Context: an optimization exercise on an open-source flow, tuned for small area. The choices shown serve that exercise and are no tape-out recipe.
Only simulation tests tie the RTL to the original design; equivalence was not proved.
No activity file was given, so power comes from the tool's default toggle rates.

File: flow/design.v
module rf_aoi222 (
    input  logic a1, a2, b1, b2, c1, c2,
    output logic y
);
    assign y = ~((a1 & a2) | (b1 & b2) | (c1 & c2));
endmodule
module rf_nand4 (
    input  logic a, b, c, d,
    output logic y
);
    assign y = ~(a & b & c & d);
endmodule
module rf_nand2 (
    input  logic a, b,
    output logic y
);
    assign y = ~(a & b);
endmodule
module rf_ao2111 (
    input  logic a1, a2, b, c, d,
    output logic y
);
    assign y = (a1 & a2) | b | c | d;
endmodule
module rf_ao22 (
    input  logic we, wd, wen, q,
    output logic y
);
    assign y = (we & wd) | (wen & q);
endmodule
module rf_rdbit (
    input  logic [31:1] sel,
    input  logic [31:1] d,
    output logic        y
);
    logic [9:0] t;
    logic [2:0] s;
    for (genvar g = 0; g < 10; g++) begin : g_aoi
        rf_aoi222 u_aoi (
            .a1(sel[3*g+1]), .a2(d[3*g+1]),
            .b1(sel[3*g+2]), .b2(d[3*g+2]),
            .c1(sel[3*g+3]), .c2(d[3*g+3]),
            .y (t[g])
        );
    end
    rf_nand4  u_n0 (.a(t[0]), .b(t[1]), .c(t[2]), .d(t[3]), .y(s[0]));
    rf_nand4  u_n1 (.a(t[4]), .b(t[5]), .c(t[6]), .d(t[7]), .y(s[1]));
    rf_nand2  u_n2 (.a(t[8]), .b(t[9]), .y(s[2]));
    rf_ao2111 u_o  (.a1(sel[31]), .a2(d[31]), .b(s[0]), .c(s[1]), .d(s[2]), .y(y));
endmodule
module reg_file #(
    parameter int unsigned WIDTH = 32,
    parameter int unsigned CNT_W = 16
) (
    input  logic             CLK,
    input  logic             RST_n,
    input  logic [4:0]       rs,
    input  logic [4:0]       rt,
    input  logic [4:0]       rd,
    input  logic             RegDst,
    input  logic             RegWre,
    input  logic             DBDataSrc,
    input  logic [WIDTH-1:0] result,
    input  logic [WIDTH-1:0] DataOut,
    input  logic [4:0]       DbgAddr,
    output logic [WIDTH-1:0] ReadData1,
    output logic [WIDTH-1:0] ReadData2,
    output logic [WIDTH-1:0] DbgData,
    output logic [WIDTH-1:0] WriteData,
    output logic [CNT_W-1:0] WrCount
);
    logic [WIDTH-1:0] regs_q [1:31];
    logic [WIDTH-1:0] regs_d [1:31];
    logic [31:1]      valid_q;
    logic [CNT_W-1:0] wr_count_q;
    logic [4:0]       write_reg;
    logic [31:1]      we;
    logic [31:1]      wen;
    logic             wr_en;
    assign write_reg = RegDst ? rd : rt;
    assign WriteData = DBDataSrc ? DataOut : result;
    always_comb begin
        for (int i = 1; i < 32; i++) begin
            we[i] = RegWre && (write_reg == 5'(i));
        end
    end
    assign wen   = ~we;
    assign wr_en = |we;
    for (genvar i = 1; i < 32; i++) begin : g_word
        for (genvar b = 0; b < WIDTH; b++) begin : g_bit
            rf_ao22 u_next (
                .we(we[i]), .wd(WriteData[b]), .wen(wen[i]), .q(regs_q[i][b]),
                .y (regs_d[i][b])
            );
        end
    end
    always_ff @(posedge CLK) begin
        for (int i = 1; i < 32; i++) begin
            regs_q[i] <= regs_d[i];
        end
    end
    always_ff @(posedge CLK or negedge RST_n) begin
        if (!RST_n) begin
            valid_q    <= '0;
            wr_count_q <= '0;
        end else begin
            valid_q <= valid_q | we;
            if (wr_en && (wr_count_q != '1)) begin
                wr_count_q <= wr_count_q + CNT_W'(1);
            end
        end
    end
    logic [31:1] sel1, sel2, seld;
    always_comb begin
        for (int i = 1; i < 32; i++) begin
            sel1[i] = (rs      == 5'(i)) && valid_q[i];
            sel2[i] = (rt      == 5'(i)) && valid_q[i];
            seld[i] = (DbgAddr == 5'(i)) && valid_q[i];
        end
    end
    for (genvar b = 0; b < WIDTH; b++) begin : g_rd
        logic [31:1] col;
        for (genvar i = 1; i < 32; i++) begin : g_col
            assign col[i] = regs_q[i][b];
        end
        rf_rdbit u_rd1 (.sel(sel1), .d(col), .y(ReadData1[b]));
        rf_rdbit u_rd2 (.sel(sel2), .d(col), .y(ReadData2[b]));
        rf_rdbit u_rdd (.sel(seld), .d(col), .y(DbgData[b]));
    end
    assign WrCount = wr_count_q;
endmodule
File: flow/flow/run.sh
#!/bin/bash
# Own layout flow: the standard ORFS flow (standard synthesis included), with
#  - the port buffers made of buf_1 cells instead of the default clkdlybuf4s50_1,
#  - clock tree synthesis with small clkbuf_4 cells, sized clusters and no dummy loads.
# Each tool's full output stays in orfs/logs/ (ORFS's per-step logs); make's own
# output goes to make_finish.log.
set -euo pipefail
bash standard.sh finish \
  "BUFFER_PORTS_ARGS=-buffer_cell sky130_fd_sc_hd__buf_1" \
  "CTS_ARGS=-sink_clustering_enable -repair_clock_nets -dont_use_dummy_load -buf_list sky130_fd_sc_hd__clkbuf_4 -sink_clustering_size 12 -sink_clustering_max_diameter 40" \
  > make_finish.log 2>&1
File: flow/standard.sh
#!/bin/bash
# synth_recipe.tcl (not shown) runs the flow's synth.tcl, then flattens the netlist and writes it again
# the make line also repeats each setting of config.mk as NAME=value (left out here)
make -C /OpenROAD-flow-scripts/flow DESIGN_CONFIG=/design/flow/config.mk WORK_HOME=/design/flow/orfs CLKGATE_MAP_FILE= SYNTH_SCRIPT=/design/flow/synth_recipe.tcl "${@:-finish}"
File: flow/config.mk
export PLATFORM = sky130hd
export DESIGN_NAME = reg_file
export DESIGN_NICKNAME = reg_file
export VERILOG_FILES = /design/flow/design.v
export SDC_FILE = /design/flow/constraint.sdc
export NUM_CORES = 4
export LEC_CHECK = 0
export CAP_MARGIN = 5
export CELL_PAD_IN_SITES_DETAIL_PLACEMENT = 1
export CELL_PAD_IN_SITES_GLOBAL_PLACEMENT = 2
export CORE_MARGIN = 2
export CORE_UTILIZATION = 30
export PLACE_DENSITY = 0.4
export SLEW_MARGIN = 5
export SYNTH_HIERARCHICAL = 1
File: flow/constraint.sdc
create_clock -name core_clock -period 8.0 [get_ports {CLK}]
set_input_delay 1.6000 -clock core_clock [delete_from_list [all_inputs] [get_ports {CLK}]]
set_output_delay 1.6000 -clock core_clock [all_outputs]
set_load 0.01 [all_outputs]
==> summary.txt, run 1 <==
* CP delay by family, top: simple AND/OR/NAND/NOR gates
* TritonCTS clock tree: done
* Placer congestion estimate at 0.970
* Routed vias at just over 50k
* Vias/cell at 7.95
* Most frequent CP cell: buf_1
* Final HPWL DP at 190 mm
* Vias in the first global route at 49.1k
* Crit-path cells: buf_1 > nor2b_1 > and3_2 > a222oi_1 > nand4_1 > a2111o_1 > buf_1
* Design area at 0.0510 mm2
* Final Hold Viols at 0
* Max-slew headroom at under 10%
* Clock root cell: clkbuf_4
* Max Slew Vio Count at 0
* Worst skew pair latency at 1.21 ns
* Syn Area/Cell at 11.8 um2
* Max cap viols at 0
* Clk_skew at approximately 0.049 ns
* Lkg Pwr at 20.2 nW
* Final WL at 300 mm
* Number of setup buffers added after CTS at 0
* Measured slew at the worst slew-check pin at 1.39 ns
* Kind of critical path: primary input to primary output
* Distinct cell type count after synthesis at 48
* Iter 0 DRT Violations at 11.7k
* Part of the cycle the worst path needs at a little over four fifths
* Cell area after synthesis at about 0.044 mm2
* Area leader, netlist: dfxtp_1
* Startpoint types: primary input
* Buffers on Ports at 232
* # fillers at 16.1k
* Layout cells sized above 1 at 13.0%
* Synth area leaders: dfxtp_1 45%, a222oi_1 22%, a22o_1 20%
* Reg2reg setup slack at 6.08 ns
* Slowest CP cell: and3_2
* Post-synth EDFFs at 0
* Total global-route track usage at 37.8%
* Power per cell area at 267 mW/mm2
* Main flop type after synthesis: dfxtp_1
* Setup tns final at 0 ns
* Crit-path max FO at 28
* Total grt overflow at 0
* Hold Buf Count CTS at 0
* Nets at about 4.5k
* Die Area at 0.151 mm2
* Post-cts resize count at 0
* Clock-pin slew on the worst setup and hold paths at 0.07 ns
* Routed length per instance at 47.4 um
* Unrepaired setup endpoints after global routing: no
* Critical path capture point type: primary output
* Register Area at 0.0210 mm2
* DRT antenna net count at 0
* Syn Inst Count at 3764
* Largest net degree at the start of global routing at 48
* Synthesized Nets at 3854
* Yosys warns at 10
* CP arrival at 5.14 ns
* Async S/R FF share, synth at between 4 and 5%
* Detailed Routing Iterations Pass 1 at 13
* Width of the die at 389 um
* Worst vdd ir at 0.133 mV
* Area of the multi-input gates at 0.0235 mm2
* Post-placement cell area at 0.0495 mm2
* Area fraction of the dominant cell type after synthesis at around 45%
* Minimum clock period at 6.74 ns
* Area of the core at 0.147 mm2
* CTS Buffer Depth at 3
* FMAX at 148 MHz
* P&R area growth vs syn at 15.0%
* Initial antenna violation count at 31
* WP data required at 6.40 ns
* Core Util, Final at 34.7%
* Die span in y at 389 um
* Cell Rows at 141
* Seq/Total Area, Yosys at between 40% and 50%
* Initial core utilization at 30.1%
* #FFs+latches synth at ~1.0k
* Worst Hold Class: flop to flop
* Inserted Clock Buffers at 207
* Final setup viols at 0
* Crit path buf inv count at 2
* First-pass GRT wire length at 408 mm
* CP peak stage delay at 1.11 ns
* CTS Sinks at 1039
* # DRC at 0
* H-tree levels at 4
* # IOs at 233
* Status: no timing/DRC/antenna violations
-- per-module statistics from Yosys (local to each module, per instance), a selection --
module	flip-flops and latches	area (um2)	times used	cells
reg_file	1039	23400	1	1428
rf_ao2111	0	11.3	96	1
rf_ao22	0	8.76	992	1
rf_aoi222	0	10.0	960	1
rf_nand2	0	3.75	96	1
rf_nand4	0	6.26	192	1
-- synth_stat cells, drive strengths merged (2+ instances only) --
cell / count
a22o: 992
dfxtp: 992
a222oi: 960
nand4: 198
nand2: 126
a2111o: 96
and3: 96
dfrtp: 47
nor2: 41
mux2: 34
inv: 33
or2: 25
nor2b: 20
nand3: 15
xnor2: 13
and2: 12
nand2b: 9
buf: 8
a21oi: 7
clkbuf: 5
nor3: 5
nor3b: 4
and4: 3
mux2i: 3
o21ai: 3
a21boi: 2
and3b: 2
and4b: 2
nand3b: 2
-- where the power goes --
part / switching (mW) / internal, mW / leakage, nW / total [mW]
registers: 1.48 / 6.49 / 8.82 / 7.97
clock network: 2.06 / 1.17 / 0.952 / 3.22
logic: 1.31 / 1.15 / 10.4 / 2.46
-- metal layers --
layer  vias up  part of all wire, %  global-route usage (%)
met5         -                0.047                       0
met4        22                  5.4                    18.2
met3       984                   12                    10.7
met2      4189                   43                    57.2
met1     25800                   40                    49.5
li1      19400                    -                       -
-- worst paths after layout --
path,from,end,cells past startpoint
worst max register to register,wr_count_q[3]$_DFFE_PN0P_,wr_count_q[1]$_DFFE_PN0P_,6
max in group asynchronous,RST_n,valid_q[21]$_DFF_PN0_,2
worst max-delay path,rs[0],ReadData1[5],7
worst min-delay path,wr_count_q[5]$_DFFE_PN0P_,wr_count_q[5]$_DFFE_PN0P_,1
worst min register to register,wr_count_q[5]$_DFFE_PN0P_,wr_count_q[5]$_DFFE_PN0P_,1
min in group asynchronous,RST_n,wr_count_q[11]$_DFFE_PN0P_,2
-- cell type report --
type,instances,share of cell area (%)
antenna,9,0.0441
sequential,1039,41.2
multi-input combinational,2679,46.0
inverter,33,0.243
clock buffer,207,3.04
timing repair buffer,435,4.77
tap,1930,4.73
-- stage by stage --
stage | hold slack (ns) | setup WS, ns | std cells | power [mW]
floorplan | 0.453 | 2.99 | 3764 | 9.06
global placement | 0.477 | 1.48 | 6116 | 10.1
detailed placement | 0.488 | 1.46 | 6116 | 10.3
CTS | 0.393 | 1.47 | 6323 | 13.6
global route | 0.432 | 1.30 | 6330 | 14.2
finish | 0.503 | 1.26 | 6332 | 13.6
-- cells by family (layout without fill, tap and decap cells) --
kind of cell | Yosys count | in the layout | synth area share, %
xor gates and xnor gates | 14 | 14 | 0.276
other | 0 | 9 | 0
muxes | 37 | 37 | 0.939
DFF | 1039 | 1039 | 47.4
adders and majority gates | 1 | 1 | 0.0282
and+or+nand+nor | 564 | 564 | 7.03
buffers and inverters | 46 | 675 | 0.431
AOI/OAI and AO/OA | 2063 | 2063 | 43.9
-- flip-flops by register name, summed over array words and instances, names as in the netlist --
name,cells
regs_q,992
wr_count_q,16
valid_q,31
-- cell usage in the layout, fill, tap and decap left out, types with 3 or more instances in the layout --
| cell | Yosys | layout |
|---|---|---|
| or2_2 | 9 | 9 |
| nand4_1 | 198 | 198 |
| nand2b_1 | 9 | 9 |
| and3_2 | 0 | 88 |
| a222oi_1 | 960 | 960 |
| buf_12 | 0 | 3 |
| buf_4 | 0 | 200 |
| a21oi_1 | 5 | 5 |
| and3_1 | 96 | 8 |
| nand2_2 | 0 | 7 |
| dfrtp_1 | 47 | 47 |
| buf_1 | 3 | 230 |
| or2_1 | 16 | 16 |
| inv_2 | 1 | 5 |
| inv_1 | 32 | 7 |
| a22o_1 | 992 | 992 |
| mux2_1 | 17 | 17 |
| clkinv_1 | 0 | 21 |
| nand2_1 | 126 | 119 |
| nor2_4 | 0 | 22 |
| xnor2_1 | 13 | 13 |
| dfxtp_1 | 992 | 992 |
| and4_2 | 0 | 3 |
| nand3_1 | 15 | 13 |
| a2111o_1 | 96 | 96 |
| mux2_2 | 17 | 17 |
| nor2b_1 | 20 | 20 |
| nor2_1 | 41 | 19 |
| nor3b_1 | 4 | 4 |
| nor3_1 | 5 | 5 |
| diode_2 | 0 | 9 |
| clkbuf_4 | 0 | 207 |
| and2_1 | 11 | 11 |
==> run 2: changes to the inputs <==
--- a/flow/flow/run.sh
+++ b/flow/flow/run.sh
@@ -8,4 +8,4 @@
 bash standard.sh finish \
   "BUFFER_PORTS_ARGS=-buffer_cell sky130_fd_sc_hd__buf_1" \
-  "CTS_ARGS=-sink_clustering_enable -repair_clock_nets -dont_use_dummy_load -buf_list sky130_fd_sc_hd__clkbuf_4 -sink_clustering_size 12 -sink_clustering_max_diameter 40" \
+  "CTS_ARGS=-sink_clustering_enable -repair_clock_nets -dont_use_dummy_load -buf_list sky130_fd_sc_hd__clkbuf_4 -sink_clustering_size 10 -sink_clustering_max_diameter 35" \
   > make_finish.log 2>&1
==> flow/config.mk (replaced) <==
export PLATFORM = sky130hd
export DESIGN_NAME = reg_file
export DESIGN_NICKNAME = reg_file
export VERILOG_FILES = /design/flow/design.v
export SDC_FILE = /design/flow/constraint.sdc
export NUM_CORES = 4
export LEC_CHECK = 0
export CAP_MARGIN = 20
export CORE_MARGIN = 2
export CORE_UTILIZATION = 35
export PLACE_DENSITY = 0.45
export SLEW_MARGIN = 20
export SYNTH_HIERARCHICAL = 1
==> run 2 against run 1 <==
  * Highest routed layer unchanged
  * Critical path depth unchanged
  * Clock power about the same
  * Register-to-register slack about the same
  * Critical path type unchanged
  * Utilization increased by 5.3 points
==> summary.txt, run 2 <==
* Crit-path max FO at 32 (+14%)
* Number of setup buffers added after CTS at 0 (unchanged)
* Width of the die at 360 um (-7.3%)
* Most frequent CP cell: buf_1
* Area leader, netlist: dfxtp_1
* Switching share of total power at 34.5% (-0.96 points)
* Final HPWL DP at 156 mm (-18%)
* Distinct cell type count after synthesis at 48 (unchanged)
* First-pass GRT wire length at 371 mm (-9.1%)
* Design area at 0.0502 mm2 (-1.6%)
* Async S/R FF share, synth at 4.52% (unchanged)
* Max-slew headroom at 10.7% (+3.6 points)
* Area fraction of the dominant cell type after synthesis at 44.8% (unchanged)
* Placer congestion estimate at 1.01 (+4.5%)
* Post-placement cell area at 0.0485 mm2 (-2.0%)
* Critical path capture point type: primary output
* Flip-flop count of the largest register after layout at 992 (unchanged)
* P&R area growth vs syn at 13.1%
* Sw Pwr at 4.66 mW (-3.7%)
* Syn Inst Count at 3764 (unchanged)
* Post-synth EDFFs at 0 (unchanged)
* Vias in the first global route at 45.8k (-6.6%)
* # DRC at 0 (unchanged)
* Die span in y at 360 um (-7.3%)
* Yosys warns at 10 (unchanged)
* Startpoint types: primary input
* Power per cell area at 269 mW/mm2 (+0.61%)
* Largest reg by FF count: regs_q
* Commonest cells after routing, fill and taps aside: 992 x a22o_1, 992 x dfxtp_1, 960 x a222oi_1, 230 x buf_1, 216 x clkbuf_4
* Worst skew pair latency at 1.18 ns (-0.03 ns)
* Layout cells sized above 1 at 12.1% (-0.94 points)
* CP arrival at 5.12 ns (-0.02 ns)
* Routed vias at 49.6k (-1.4%)
* Total power at 13.5 mW (-1.0%)
* TritonCTS clock tree: done
* Nets at 4414 (-1.6%)
* Clock root cell: clkbuf_4
* Final Hold Viols at 0 (unchanged)
* Detailed Routing Iterations Pass 1 at 15 (+2)
* Crit-path cells: buf_1 > nor3b_1 > and3_2 > a222oi_1 > nand4_1 > a2111o_1 > buf_1
* Area of the core at 0.126 mm2 (-15%)
* Buffers on Ports at 232 (unchanged)
* Part of the cycle the worst path needs at 84.0% (-0.22 points)
* Main flop type after synthesis: dfxtp_1
* Largest net degree at the start of global routing at 48 (unchanged)
* Total grt overflow at 0 (unchanged)
* Kind of critical path: primary input to primary output
* Max Slew Vio Count at 0 (unchanged)
* Iter 0 DRT Violations at 13.9k (+19%)
* Synth cell count leaders: 992 x a22o_1, 992 x dfxtp_1, 960 x a222oi_1, 198 x nand4_1, 126 x nand2_1
* FMAX at 149 MHz (+0.26%)
* Die Area at 0.130 mm2 (-14%)
* Synth area leaders: dfxtp_1 45%, a222oi_1 22%, a22o_1 20%
* Initial core utilization at 35.3% (+5.2 points)
* Clock share of power at 23.9% (+0.3 points)
* Measured slew at the worst slew-check pin at 1.34 ns (-0.0540 ns)
* Slowest CP cell: and3_2
* # fillers at 12.2k (-24%)
* Status: no timing/DRC/antenna violations
* H-tree levels at 4 (unchanged)
* Minimum clock period at 6.72 ns (-0.0175 ns)
* Combinational power share at 17.5% (-0.5 points)
* Lkg Pwr at 19.8 nW (-1.7%)
* Regs by FF count: regs_q (992), valid_q (31), wr_count_q (16)
* Max cap viols at 0 (unchanged)
* Cell Int Power at 8.85 mW (+0.43%)
* Flop pwr share at 58.6% (+0.2 points)
* Clock-pin slew on the worst setup and hold paths at 0.06 ns (about the same)
* DRT antenna net count at 0 (unchanged)
* Inserted Clock Buffers at 216 (+4.3%)
* Cell area after synthesis at 0.0444 mm2 (unchanged)
* Total global-route track usage at 39.9% (+2.1 points)
* Worst Hold Class: flop to flop
* Area of the multi-input gates at 0.0235 mm2 (+0.15%)
* CTS Sinks at 1039 (unchanged)
* Final setup viols at 0 (unchanged)
* Cell Rows at 130 (-7.8%)
* Vias/cell at 8.30 (+4.4%)
* Initial antenna violation count at 15 (-52%)
* CP peak stage delay at 1.20 ns (+0.09 ns)
* #FFs+latches synth at 1039 (unchanged)
* Register Area at 0.0210 mm2 (unchanged)
* WP data required at 6.40 ns (about the same)
* Clk_skew at 0.0449 ns (-0.00458 ns)
* Syn Area/Cell at 11.8 um2 (unchanged)
* CTS Buffer Depth at 3 (unchanged)
* Seq/Total Area, Yosys at 47.4% (unchanged)
* # IOs at 233 (unchanged)
* Setup tns final at 0 ns (unchanged)
* Final WL at 275 mm (-8.4%)
* Routed length per instance at 46.0 um (-3.0%)
* Synthesized Nets at 3854 (unchanged)
* Unrepaired setup endpoints after global routing: no
* Post-cts resize count at 0 (unchanged)
* Worst vdd ir at 0.142 mV (+6.8%)
* Hold Buf Count CTS at 0 (unchanged)
[run 2: cell count changes in the layout (fill, tap and decap cells not counted), sizes merged]
| cell | before | now |
|---|---|---|
| buf | 433 | 353 |
| clkbuf | 209 | 218 |
| clkinv | 21 | 0 |
| inv | 12 | 33 |
[run 2: final cells by class]
cell class | instances | area share [%]
multi-input combinational | 2679 | 46.8
tap | 1650 | 4.11
antenna | 9 | 0.0449
sequential | 1039 | 41.9
clock buffer | 216 | 3.23
inverter | 33 | 0.247
timing repair buffer | 355 | 3.68
[run 2: logic make-up after synthesis]
family / count (synthesis) / synth area share [%]
flip-flops: 1039 / 47.4
buffers and inverters: 46 / 0.431
AO/OA/AOI/OAI: 2063 / 43.9
AND/OR/NAND/NOR: 564 / 7.03
adder cells (fa/ha/maj): 1 / 0.0282
multiplexers: 37 / 0.939
XOR/XNOR: 14 / 0.276
[run 2: power groups by stage]
stage | combinational [mW] | sequential (mW) | clock [mW]
2_1_floorplan | 1.52 | 7.54 | 0
3_3_place_gp | 2.22 | 7.91 | 0
3_5_place_dp | 2.27 | 7.90 | 0
4_1_cts | 2.27 | 7.81 | 3.28
5_1_grt | 2.47 | 8.06 | 3.50
6_report | 2.36 | 7.91 | 3.23
[run 2: metrics by stage]
| stage | hold slack, ns | utilization (%) | setup WS, ns | std cells |
|---|---|---|---|---|
| final | 0.488 | 39.9 | 1.28 | 5981 |
| after global routing | 0.487 | 39.9 | 1.38 | 5979 |
| after CTS | 0.415 | 39.8 | 1.66 | 5969 |
| after detailed placement | 0.479 | 38.5 | 1.70 | 5753 |
| after global placement | 0.484 | 38.5 | 1.74 | 5752 |
| after floorplan | 0.453 | - | 2.99 | 3764 |
[run 2: path summary, 6_finish.rpt]
kind	from	end	slack (ns)	cells past startpoint
max	rt[2]	ReadData2[7]	1.28	7
min	wr_count_q[5]$_DFFE_PN0P_	wr_count_q[5]$_DFFE_PN0P_	0.49	1
max reg2reg	wr_count_q[3]$_DFFE_PN0P_	wr_count_q[1]$_DFFE_PN0P_	6.08	6
min reg2reg	wr_count_q[5]$_DFFE_PN0P_	wr_count_q[5]$_DFFE_PN0P_	0.49	1
max in group asynchronous	RST_n	valid_q[28]$_DFF_PN0_	6.88	2
min in group asynchronous	RST_n	wr_count_q[11]$_DFFE_PN0P_	0.53	2
[run 2: modules after synthesis (local to each module, per instance), a selection]
module	flops+latches	cell area [um2]
reg_file	1039	23400
rf_ao2111	0	11.3
rf_ao22	0	8.76
rf_aoi222	0	10.0
rf_nand2	0	3.75
rf_nand4	0	6.26
[run 2: critical path: cells and delay by family]
kind	cells	cell delay, ns
buffers and inverters	2	0.51
AND/OR/NAND/NOR	3	2.40
AO/OA/AOI/OAI	2	0.58
[run 2: metal layers]
layer	track usage (%)	vias to the layer above	wire, um
li1	-	19200	-
met2	55.8	4824	110000
met4	21.5	18	16800
met3	16.1	1103	43600
met5	0	-	117
met1	52.1	24400	104000
==> run 3: changes to the inputs <==
--- a/flow/config.mk
+++ b/flow/config.mk
@@ -8,6 +8,6 @@
 export CAP_MARGIN = 20
 export CORE_MARGIN = 2
-export CORE_UTILIZATION = 35
-export PLACE_DENSITY = 0.45
+export CORE_UTILIZATION = 40
+export PLACE_DENSITY = 0.6
 export SLEW_MARGIN = 20
 export SYNTH_HIERARCHICAL = 1
==> run 3 against run 2 <==
  * Fmax barely moved
  * Sequential share of layout area rose by 0.55 points
  * Clock-buffer cell count fell by 45
  * First-iteration DRC count rose by 11%
  * Highest routed layer unchanged
  * Setup slack got worse by 0.0034 ns
  * Die area fell by 12%
  * Combinational power barely moved
  * Utilization rose by 5.0 points
  * Non-clock buffer count fell by 7
==> summary.txt, run 3 <==
* Power per cell area at 264 mW/mm2 (-2.0%)
* Measured slew at the worst slew-check pin at 1.33 ns (-0.00452 ns)
* H-tree levels at 4 (unchanged)
* CTS Buffer Depth at 3 (unchanged)
* Startpoint types: primary input
* Post-synth EDFFs at 0 (unchanged)
* Largest reg by FF count: regs_q
* Critical path capture point type: primary output
* Routed length per instance at 42.7 um (-7.1%)
* Synth area leaders: dfxtp_1 45%, a222oi_1 22%, a22o_1 20%
* Clock-pin slew on the worst setup and hold paths at 0.06 ns (about the same)
* Nets at 4362 (-1.2%)
* Area leader, netlist: dfxtp_1
* # fillers at 10.4k (-15%)
* Distinct cell type count after synthesis at 48 (unchanged)
* Async S/R FF share, synth at 4.52% (unchanged)
* Setup tns final at 0 ns (unchanged)
* Register Area at 0.0210 mm2 (unchanged)
* Crit-path max FO at 32 (unchanged)
* Syn Inst Count at 3764 (unchanged)
* Post-placement cell area at 0.0482 mm2 (-0.54%)
* Clk_skew at 0.0262 ns (-0.0187 ns)
* Simple-gate share of the synthesized area at 7.03% (unchanged)
* Kind of critical path: primary input to primary output
* Area of the core at 0.110 mm2 (-12%)
* Largest net degree at the start of global routing at 48 (unchanged)
* Area fraction of the dominant cell type after synthesis at 44.8% (unchanged)
* P&R area growth vs syn at 11.7%
* Final WL at 246 mm (-10%)
* Reg2reg setup slack at 6.12 ns (+0.04 ns)
* Lkg Pwr at 19.6 nW (-1.3%)
* Regs by FF count: regs_q (992), valid_q (31), wr_count_q (16)
* Origin of the worst min-delay path: wr_count_q[5]$_DFFE_PN0P_
* Width of the die at 337 um (-6.4%)
* Initial antenna violation count at 12 (-3)
* Largest family of logic cells by synthesized area: compound AO/OA/AOI/OAI gates
* Initial core utilization at 40.2% (+4.9 points)
* Worst vdd ir at 0.152 mV (+6.7%)
* Number of setup buffers added after CTS at 0 (unchanged)
* Iter 0 DRT Violations at 15.5k (+11%)
* WP data required at 6.40 ns (about the same)
* Routed vias at 49.5k (-0.19%)
* Syn Area/Cell at 11.8 um2 (unchanged)
* Flip-flop count of the largest register after layout at 992 (unchanged)
* Post-cts resize count at 0 (unchanged)
* TritonCTS clock tree: done
* Yosys warns at 10 (unchanged)
* FMAX at 149 MHz (about the same)
* Status: no timing/DRC/antenna violations
* Minimum clock period at 6.73 ns (+0.00336 ns)
* R2r endpoint: wr_count_q[1]$_DFFE_PN0P_
* Main flop type after synthesis: dfxtp_1
* Vias/cell at 8.59 (+3.5%)
* # IOs at 233 (unchanged)
* Mux contribution to synthesized area at 0.939% (unchanged)
* Clock root cell: clkbuf_4
* Part of the cycle the worst path needs at 84.1% (about the same)
* # DRC at 0 (unchanged)
* Final Hold Viols at 0 (unchanged)
* Worst Hold Class: flop to flop
* Max Slew Vio Count at 0 (unchanged)
* Area of the multi-input gates at 0.0235 mm2 (about the same)
* Worst Hold Depth at 1 (unchanged)
* Cell Rows at 122 (-6.2%)
* Final HPWL DP at 139 mm (-11%)
* Worst reg2reg path startpoint: wr_count_q[3]$_DFFE_PN0P_
* First-pass GRT wire length at 339 mm (-8.6%)
* Synth cell count leaders: 992 x a22o_1, 992 x dfxtp_1, 960 x a222oi_1, 198 x nand4_1, 126 x nand2_1
* Hold Buf Count CTS at 0 (unchanged)
* DRT antenna net count at 0 (unchanged)
* Die span in y at 337 um (-6.4%)
* Detailed Routing Iterations Pass 1 at 17 (+2)
* CP arrival at 5.13 ns (about the same)
* Commonest cells after routing, fill and taps aside: 992 x a22o_1, 992 x dfxtp_1, 960 x a222oi_1, 230 x buf_1, 198 x nand4_1
* #FFs+latches synth at 1039 (unchanged)
* Adder-Cell Fraction of Synth Area at 0.0282% (unchanged)
* Worst skew pair latency at 1.11 ns (-0.07 ns)
* Vias in the first global route at 45.7k (-0.32%)
* Placer congestion estimate at 1.01 (-0.35%)
* Unrepaired setup endpoints after global routing: no
* Reg2Reg Depth at 6 (unchanged)
* Synthesized Nets at 3854 (unchanged)
* Max-slew headroom at 11.0% (+0.30 points)
* Cell area after synthesis at 0.0444 mm2 (unchanged)
* Total global-route track usage at 41.1% (+1.1 points)
* Layout cells sized above 1 at 10.3% (-1.8 points)
* Worst setup margin at 1.27 ns (-0.00336 ns)
* Buffers on Ports at 232 (unchanged)
* Core Util, Final at 44.9% (+5.0 points)
* Min-Delay Endpoint: wr_count_q[5]$_DFFE_PN0P_
* Seq/Total Area, Yosys at 47.4% (unchanged)
* Die Area at 0.114 mm2 (-12%)
* Synth Area in Compound Gates at 43.9% (unchanged)
* Inserted Clock Buffers at 171 (-21%)
* Hold Slack at 0.501 ns (+0.0138 ns)
* Pre-CTS setup slack at 1.68 ns (-0.0168 ns)
* CTS Sinks at 1039 (unchanged)
* Xor/xnor share of the synthesized area at 0.276% (unchanged)
* Total grt overflow at 0 (unchanged)
* Design area at 0.0496 mm2 (-1.3%)
* Max cap viols at 0 (unchanged)
* Final setup viols at 0 (unchanged)
==> run 3: cell count changes in the layout (fill, tap and decap cells not counted), sizes merged <==
cell	delta
clkbuf	-45
buf	-7
inv	-1
diode	+1
clkinv	+1
==> run 3: critical path, stage by stage <==
cell and delay, ns:
buf_1 0.16, nor2b_1 0.48, nor2b_1 0.51, and3_2 1.19, a222oi_1 0.23, nand4_1 0.38, a2111o_1 0.35, buf_1 0.20
==> run 3: layout make-up <==
type	instances	share of cell area, %
inverters	33	0.250
multi-input cells	2679	47.4
repair buffers	348	3.54
clock buffers	171	2.59
well taps	1488	3.76
flip-flops and latches	1039	42.4
diodes	10	0.0505
==> run 3: worst max path at each step <==
stage               startpoint       endpoint  slack (ns)
floorplan                rt[1]   ReadData2[0]        2.99
global placement         rt[0]  ReadData2[20]        1.70
detailed placement       rt[1]  ReadData2[20]        1.68
CTS                      rt[1]  ReadData2[20]        1.64
global route             rt[1]  ReadData2[20]        1.43
finish              DbgAddr[2]     DbgData[4]        1.27
==> run 3: cell families (layout without fill, tap and decap cells) <==
group,after synthesis,in the layout
AO/OA/AOI/OAI,2063,2063
flip-flops,1039,1039
AND/OR/NAND/NOR,564,564
buffers and inverters,46,552
multiplexers,37,37
XOR/XNOR,14,14
adder cells (fa/ha/maj),1,1
other,0,10
==> run 3: through the flow <==
stage	total power, mW	cells
after floorplan	9.06	3764
after global placement	9.99	5586
after detailed placement	10.1	5586
after CTS	12.8	5757
after global routing	13.5	5762
final	13.1	5768
==> run 3: where the power goes <==
part	total [mW]	internal [mW]	leakage, nW	switching (mW)
Combinational	2.33	1.14	9.98	1.19
Sequential	7.88	6.49	8.82	1.39
Clock	2.86	0.974	0.787	1.89
Total	13.1	8.60	19.6	4.47
==> run 3: per-module statistics from Yosys, one instance, submodules excluded, excerpt <==
module / flip-flops and latches / cells inside / times used / cell area (um2)
rf_aoi222: 0 / 1 / 960 / 10.0
rf_ao22: 0 / 1 / 992 / 8.76
reg_file: 1039 / 1428 / 1 / 23400
rf_ao2111: 0 / 1 / 96 / 11.3
rf_nand4: 0 / 1 / 192 / 6.26
rf_nand2: 0 / 1 / 96 / 3.75
==> run 3: metal layers <==
| metal | share of wire, % | vias up | global-route usage (%) |
|---|---|---|---|
| li1 | - | 19100 | - |
| met1 | 35 | 23700 | 50.2 |
| met2 | 39 | 5291 | 56.4 |
| met3 | 18 | 1413 | 21.3 |
| met4 | 7.8 | 16 | 25.6 |
| met5 | 0.053 | - | 0.340 |
==> run 4: changes to the inputs <==
--- a/flow/flow/run.sh
+++ b/flow/flow/run.sh
@@ -8,4 +8,4 @@
 bash standard.sh finish \
   "BUFFER_PORTS_ARGS=-buffer_cell sky130_fd_sc_hd__buf_1" \
-  "CTS_ARGS=-sink_clustering_enable -repair_clock_nets -dont_use_dummy_load -buf_list sky130_fd_sc_hd__clkbuf_4 -sink_clustering_size 10 -sink_clustering_max_diameter 35" \
+  "CTS_ARGS=-sink_clustering_enable -repair_clock_nets -dont_use_dummy_load -buf_list sky130_fd_sc_hd__clkbuf_4 -sink_clustering_size 9 -sink_clustering_max_diameter 45" \
   > make_finish.log 2>&1
==> run 4 against run 3 <==
  * Setup slack improved by 0.043 ns
  * Clock-buffer cell count decreased by 21
  * Fmax increased by 0.64%
  * Largest power group unchanged
  * Highest routed layer unchanged
==> summary.txt, run 4 <==
* Status: no timing/DRC/antenna violations
* CP arrival at 5.08 ns (-0.05 ns)
* Adder-Cell Fraction of Synth Area at 0.0282% (unchanged)
* Measured slew at the worst slew-check pin at 1.36 ns (+0.0282 ns)
* TritonCTS clock tree: done
* Seq/Total Area, Yosys at 47.4% (unchanged)
* Total grt overflow at 0 (unchanged)
* Simple-gate share of the synthesized area at 7.03% (unchanged)
* Worst skew pair latency at 1.10 ns (about the same)
* Clock-pin slew on the worst setup and hold paths at 0.10 ns (+0.04 ns)
* Critical path capture point type: primary output
* Async S/R FF share, synth at 4.52% (unchanged)
* Xor/xnor share of the synthesized area at 0.276% (unchanged)
* Area fraction of the dominant cell type after synthesis at 44.8% (unchanged)
* Hold Buf Count CTS at 0 (unchanged)
* Initial core utilization at 40.2% (unchanged)
* Nets at 4343 (-0.44%)
* Post-synth EDFFs at 0 (unchanged)
* Final setup viols at 0 (unchanged)
* Inserted Clock Buffers at 150 (-12%)
* Buffers on Ports at 232 (unchanged)
* # fillers at 10.4k (-0.29%)
* Final HPWL DP at 139 mm (unchanged)
* Area of the core at 0.110 mm2 (unchanged)
* Setup tns final at 0 ns (unchanged)
* Die span in y at 337 um (unchanged)
* Synth cell count leaders: 992 x a22o_1, 992 x dfxtp_1, 960 x a222oi_1, 198 x nand4_1, 126 x nand2_1
* Max-slew headroom at 9.12% (-1.9 points)
* Commonest cells after routing, fill and taps aside: 992 x a22o_1, 992 x dfxtp_1, 960 x a222oi_1, 230 x buf_1, 198 x nand4_1
* Crit-path max FO at 32 (unchanged)
* Routed vias at 49.6k (+0.14%)
* Vias/cell at 8.63 (+0.54%)
* Vias in the first global route at 45.5k (-0.37%)
* Yosys warns at 10 (unchanged)
* Synthesized Nets at 3854 (unchanged)
* Final WL at 246 mm (about the same)
* Max Slew Vio Count at 0 (unchanged)
* Placer congestion estimate at 1.01 (unchanged)
* Kind of critical path: primary input to primary output
* Number of setup buffers added after CTS at 0 (unchanged)
* P&R area growth vs syn at 11.4%
* Max cap viols at 0 (unchanged)
* Post-cts resize count at 0 (unchanged)
* Worst vdd ir at 0.165 mV (+8.8%)
* Die Area at 0.114 mm2 (unchanged)
* Total global-route track usage at 41.1% (about the same)
* Design area at 0.0494 mm2 (-0.26%)
* Final Hold Viols at 0 (unchanged)
* Post-placement cell area at 0.0482 mm2 (unchanged)
* Mux contribution to synthesized area at 0.939% (unchanged)
* Register Area at 0.0210 mm2 (unchanged)
* First-pass GRT wire length at 339 mm (about the same)
* Syn Inst Count at 3764 (unchanged)
* Largest reg by FF count: regs_q
* Total power at 12.9 mW (-1.1%)
* Worst Hold Class: flop to flop
* Largest net degree at the start of global routing at 48 (unchanged)
* Synth area leaders: dfxtp_1 45%, a222oi_1 22%, a22o_1 20%
* FMAX at 150 MHz (+0.64%)
* CTS Sinks at 1039 (unchanged)
* Distinct cell type count after synthesis at 48 (unchanged)
* Part of the cycle the worst path needs at 83.6% (-0.53 points)
* Clock root cell: clkbuf_4
* Layout cells sized above 1 at 9.88% (-0.40 points)
* Startpoint types: primary input
* Main flop type after synthesis: dfxtp_1
* Iter 0 DRT Violations at 15.6k (+0.73%)
* WP data required at 6.40 ns (about the same)
* Hold Slack at 0.502 ns (+0.000990 ns)
* Largest family of logic cells by synthesized area: compound AO/OA/AOI/OAI gates
* Cell Rows at 122 (unchanged)
* Synth Area in Compound Gates at 43.9% (unchanged)
* DRT antenna net count at 0 (unchanged)
* Area leader, netlist: dfxtp_1
* #FFs+latches synth at 1039 (unchanged)
* Regs by FF count: regs_q (992), valid_q (31), wr_count_q (16)
* Clk_skew at 0.0278 ns (+0.00169 ns)
* Initial antenna violation count at 12 (unchanged)
* Cell area after synthesis at 0.0444 mm2 (unchanged)
* Flip-flop count of the largest register after layout at 992 (unchanged)
* Minimum clock period at 6.68 ns (-0.0427 ns)
* # IOs at 233 (unchanged)
* CTS Buffer Depth at 3 (unchanged)
* Width of the die at 337 um (unchanged)
* Routed length per instance at 42.9 um (+0.44%)
* Lkg Pwr at 19.5 nW (-0.41%)
* Area of the multi-input gates at 0.0235 mm2 (unchanged)
* Unrepaired setup endpoints after global routing: no
* Power per cell area at 261 mW/mm2 (-0.82%)
* Detailed Routing Iterations Pass 1 at 22 (+5)
* Syn Area/Cell at 11.8 um2 (unchanged)
* H-tree levels at 4 (unchanged)
* # DRC at 0 (unchanged)
## run 4: modules after synthesis, one instance, submodules excluded, excerpt
module     times used  cell area, um2  cells inside  flops+latches
rf_nand2           96            3.75             1              0
reg_file            1           23400          1428           1039
rf_ao2111          96            11.3             1              0
rf_nand4          192            6.26             1              0
rf_aoi222         960            10.0             1              0
rf_ao22           992            8.76             1              0
## run 4: power breakdown
group          internal, mW  switching, mW
Sequential             6.49           1.38
Combinational          1.14           1.19
Clock                 0.859           1.87
## run 4: layout make-up
| type | instances | area share [%] |
|---|---|---|
| antenna | 6 | 0.0304 |
| sequential | 1039 | 42.6 |
| multi-input combinational | 2679 | 47.5 |
| tap | 1488 | 3.77 |
| inverter | 33 | 0.251 |
| timing repair buffer | 350 | 3.63 |
| clock buffer | 150 | 2.28 |
## run 4: critical path, cell delays in order
cell      delay (ns)
buf_1           0.19
nor2b_1         0.72
and2_1          0.32
and3_2          1.01
a222oi_1        0.30
nand4_1         0.33
a2111o_1        0.32
buf_1           0.19
## run 4: final timing paths
check | startpoint | to | slack (ns) | depth (start not counted)
max | rt[1] | ReadData2[20] | 1.32 | 8
min | wr_count_q[8]$_DFFE_PN0P_ | wr_count_q[8]$_DFFE_PN0P_ | 0.50 | 1
max reg2reg | wr_count_q[3]$_DFFE_PN0P_ | wr_count_q[1]$_DFFE_PN0P_ | 6.14 | 6
min reg2reg | wr_count_q[8]$_DFFE_PN0P_ | wr_count_q[8]$_DFFE_PN0P_ | 0.50 | 1
max in group asynchronous | RST_n | valid_q[15]$_DFF_PN0_ | 6.92 | 2
min in group asynchronous | RST_n | wr_count_q[0]$_DFFE_PN0P_ | 0.60 | 2
## run 4: stage by stage
| step | setup WS [ns] | instances | utilization [%] |
|---|---|---|---|
| floorplan | 2.99 | 3764 | - |
| global placement | 1.70 | 5586 | 43.7 |
| detailed placement | 1.68 | 5586 | 43.7 |
| CTS | 1.64 | 5736 | 44.7 |
| global route | 1.44 | 5740 | 44.8 |
| finish | 1.32 | 5745 | 44.8 |
## run 4: metal layers
layer / vias to the layer above / global-route usage, % / routed length, um
met5: - / 2.21 / 428
met4: 22 / 26.5 / 19800
met3: 1466 / 20.3 / 45000
met2: 5380 / 56.2 / 95700
met1: 23600 / 50.5 / 85500
li1: 19100 / - / -
## run 4: cell families after synthesis
| group | count (synthesis) |
|---|---|
| multiplexers | 37 |
| adder cells (fa/ha/maj) | 1 |
| AND/OR/NAND/NOR | 564 |
| AO/OA/AOI/OAI | 2063 |
| flip-flops | 1039 |
| buffers and inverters | 46 |
| XOR/XNOR | 14 |
==> run 5: changes to the inputs <==
--- a/flow/config.mk
+++ b/flow/config.mk
@@ -8,6 +8,6 @@
 export CAP_MARGIN = 20
 export CORE_MARGIN = 2
-export CORE_UTILIZATION = 40
-export PLACE_DENSITY = 0.6
+export CORE_UTILIZATION = 45
+export PLACE_DENSITY = 0.7
 export SLEW_MARGIN = 20
 export SYNTH_HIERARCHICAL = 1
==> run 5 against run 4 <==
  * Synthesized cell count did not move
  * Final area fell by 0.67%
  * Sequential cell count did not move
  * Register-to-register slack got worse by 0.08 ns
  * Sequential power barely moved
  * Combinational power barely moved
  * Power rose by 0.19%
  * Still clean on timing, DRC and antenna
  * Critical path type unchanged
  * Wire length fell by 0.72%
  * Setup slack got worse by 0.10 ns
  * Largest cell class unchanged
  * Critical endpoint is now ReadData1[3]
  * Worst hold slack got worse by 0.0074 ns
  * Fmax fell by 1.5%
==> summary.txt, run 5 <==
* Status: no timing/DRC/antenna violations
* Worst vdd ir at 0.107 mV (-35%)
* Non-Filler Instances at 5545 (-3.5%)
* Worst Hold Class: flop to flop
* Switching share of total power at 34.7% (+0.34 points)
* Max cap viols at 0 (unchanged)
* First-pass GRT wire length at 339 mm (about the same)
* Max Slew Vio Count at 0 (unchanged)
* Routed vias at 51.4k (+3.6%)
* Buffers on Ports at 232 (unchanged)
* Die Area at 0.101 mm2 (-11%)
* CTS Sinks at 1039 (unchanged)
* Clock-pin slew on the worst setup and hold paths at 0.08 ns (-0.02 ns)
* P&R area growth vs syn at 10.6%
* Cells after DPL at 5387 (-3.6%)
* Final Hold Viols at 0 (unchanged)
* #FFs+latches synth at 1039 (unchanged)
* Number of setup buffers added after CTS at 0 (unchanged)
* Clk_skew at 0.0206 ns (-0.00729 ns)
* Post-synth EDFFs at 0 (unchanged)
* Synth cell count leaders: 992 x a22o_1, 992 x dfxtp_1, 960 x a222oi_1, 198 x nand4_1, 126 x nand2_1
* Cell Int Power at 8.46 mW (-0.34%)
* Inserted Clock Buffers at 145 (-3.3%)
* Critical path capture point type: primary output
* Area fraction of the dominant cell type after synthesis at 44.8% (unchanged)
* Area of the core at 0.0981 mm2 (-11%)
* Regs by FF count: regs_q (992), valid_q (31), wr_count_q (16)
* Max-slew headroom at 8.32% (-0.81 points)
* Main flop type after synthesis: dfxtp_1
* Post-cts resize count at 0 (unchanged)
* Synth area leaders: dfxtp_1 45%, a222oi_1 22%, a22o_1 20%
* Combinational power share at 18.2% (+0.2 points)
* Layout cells sized above 1 at 9.54% (-0.34 points)
* Commonest cells after routing, fill and taps aside: 992 x a22o_1, 992 x dfxtp_1, 960 x a222oi_1, 230 x buf_1, 198 x nand4_1
* # fillers at 8915 (-14%)
* Crit-path max FO at 32 (unchanged)
* FMAX at 147 MHz (-1.5%)
* Total global-route track usage at 45.3% (+4.1 points)
* Initial antenna violation count at 22 (+10)
* Yosys warns at 10 (unchanged)
* Cell area after synthesis at 0.0444 mm2 (unchanged)
* Initial core utilization at 45.2% (+5.0 points)
* Measured slew at the worst slew-check pin at 1.38 ns (+0.0121 ns)
* Power per cell area at 264 mW/mm2 (+0.87%)
* Seq/Total Area, Yosys at 47.4% (unchanged)
* Minimum clock period at 6.79 ns (+0.103 ns)
* WP data required at 6.40 ns (about the same)
* Placer congestion estimate at 1.05 (+4.0%)
* Part of the cycle the worst path needs at 84.8% (+1.3 points)
* Largest reg by FF count: regs_q
* Largest net degree at the start of global routing at 48 (unchanged)
* Synthesized Nets at 3854 (unchanged)
* Vias in the first global route at 46.8k (+2.7%)
* Final setup viols at 0 (unchanged)
* Worst skew pair latency at 1.14 ns (+0.04 ns)
* Core Util, Final at 50.0% (+5.2 points)
* Iter 0 DRT Violations at 18.6k (+20%)
* Final WL at 245 mm (-0.72%)
* # DRC at 0 (unchanged)
* Clock root cell: clkbuf_4
* Total grt overflow at 0 (unchanged)
* Nets at 4337 (-0.14%)
* Routed length per instance at 44.1 um (+2.9%)
* H-tree levels at 4 (unchanged)
* Flip-flop count of the largest register after layout at 992 (unchanged)
* Async S/R FF share, synth at 4.52% (unchanged)
* Die span in y at 318 um (-5.7%)
* Syn Area/Cell at 11.8 um2 (unchanged)
* Distinct cell type count after synthesis at 48 (unchanged)
* Syn Inst Count at 3764 (unchanged)
* CP arrival at 5.19 ns (+0.11 ns)
* Width of the die at 318 um (-5.7%)
* Hold Buf Count CTS at 0 (unchanged)
* Clock share of power at 20.8% (-0.3 points)
* CTS Buffer Depth at 3 (unchanged)
* Area leader, netlist: dfxtp_1
* TritonCTS clock tree: done
* Unrepaired setup endpoints after global routing: no
* # IOs at 233 (unchanged)
* Detailed Routing Iterations Pass 1 at 33 (+50%)
* Setup tns final at 0 ns (unchanged)
* Lkg Pwr at 19.5 nW (-0.12%)
* Final HPWL DP at 133 mm (-4.0%)
* DRT antenna net count at 0 (unchanged)
* Flop pwr share at 61.0% (about the same)
* Sw Pwr at 4.49 mW (+1.2%)
* Startpoint types: primary input
* Kind of critical path: primary input to primary output
* Vias/cell at 9.27 (+7.3%)
* Cell Rows at 115 (-5.7%)
run 5: cell counts after synthesis:
Identical to the previous run, type by type.
run 5: area by class of cell:
cell class / count / area [um2] / area share, %
well taps: 1287 / 1610 / 3.28
flip-flops and latches: 1039 / 21000 / 42.8
clock buffers: 145 / 1090 / 2.22
repair buffers: 349 / 1750 / 3.57
inverters: 33 / 124 / 0.252
multi-input cells: 2679 / 23500 / 47.8
diodes: 13 / 32.5 / 0.0663
run 5: path summary, 6_finish.rpt:
check | startpoint | to | slack, ns | cells after the start
max in group asynchronous | RST_n | valid_q[28]$_DFF_PN0_ | 6.88 | 2
min reg2reg | wr_count_q[5]$_DFFE_PN0P_ | wr_count_q[5]$_DFFE_PN0P_ | 0.49 | 1
min | wr_count_q[5]$_DFFE_PN0P_ | wr_count_q[5]$_DFFE_PN0P_ | 0.49 | 1
min in group asynchronous | RST_n | valid_q[1]$_DFF_PN0_ | 0.58 | 2
max | rs[0] | ReadData1[3] | 1.21 | 7
max reg2reg | wr_count_q[3]$_DFFE_PN0P_ | wr_count_q[1]$_DFFE_PN0P_ | 6.06 | 6
run 5: per-layer routing:
| metal | global-route usage [%] | vias up | routed length [um] |
|---|---|---|---|
| met5 | 1.61 | - | 342 |
| met4 | 29.2 | 30 | 23900 |
| met3 | 28.1 | 2044 | 50700 |
| met2 | 60.4 | 6247 | 90600 |
| met1 | 53.5 | 24000 | 79200 |
| li1 | - | 19100 | - |
run 5: Yosys stat by module (local to each module, per instance), a selection:
module / copies in the design / flip-flops and latches / cells inside / area [um2]
rf_ao22: 992 / 0 / 1 / 8.76
rf_ao2111: 96 / 0 / 1 / 11.3
rf_nand2: 96 / 0 / 1 / 3.75
rf_nand4: 192 / 0 / 1 / 6.26
rf_aoi222: 960 / 0 / 1 / 10.0
reg_file: 1 / 1039 / 1428 / 23400
run 5: per-stage QoR:
stage	setup slack [ns]	power [mW]	cell area (um2)	hold slack, ns
detailed placement	1.71	10.1	48000	0.483
finish	1.21	13.0	49100	0.495
global route	1.44	13.3	49100	0.515
floorplan	2.99	9.06	44400	0.453
global placement	1.74	9.98	48000	0.478
CTS	1.67	12.6	49000	0.498
run 5: critical path: stages:
cell,delay (ns)
buf_1,0.43
nor2b_1,0.63
and4_2,1.24
a222oi_1,0.31
nand4_1,0.47
a2111o_1,0.28
buf_1,0.18
run 5: power groups by stage:
stage                     clock network, mW  registers [mW]  logic [mW]
final                                  2.69            7.90        2.36
after global routing                   2.85            8.03        2.43
after CTS                              2.64            7.78        2.22
after detailed placement                  0            7.88        2.22
after global placement                    0            7.83        2.15
after floorplan                           0            7.54        1.52
run 5: logic make-up after synthesis:
| kind of cell | synth area share [%] |
|---|---|
| fa+ha+maj | 0.0282 |
| buf+inv | 0.431 |
| compound gates | 43.9 |
| mux | 0.939 |
| simple gates | 7.03 |
| flops | 47.4 |
| xor+xnor | 0.276 |

[what the ideal ports hide]
The flow's constraints put no driver on any port. The routed layouts listed below were extracted and timed again, unchanged, in two steps. Step 1, drivers: a clkbuf_16 drives CLK and a buf_2 each remaining input, both assumed. Step 2 adds t to the input delays and takes it off the output delays; t is the mean of the earliest and latest rising clock arrival at the registers after step 1. Input paths then give back, and output paths get back, about the clock's delay inside the block. a / b / c = ideal / step 1 / step 2; a / b = the first two.
run	t (ns)	slack for setup (ns)	worst slew at a driven data input, ns	pins driven straight from the clock port
run 1	1.251	1.259 / 1.236 / 1.236	0.05	1
run 2	1.243	1.276 / 1.255 / 1.255	0.04	1
run 3	1.202	1.273 / 1.219 / 1.219	0.06	1
run 4	1.159	1.316 / 1.283 / 1.283	0.06	1
run 5	1.171	1.212 / 1.171 / 1.171	0.05	1
After both steps every run listed still meets setup and hold. For run 3, which loses most, drivers alone change the setup slack by -0.054 ns; drivers and shift together by -0.054 ns.
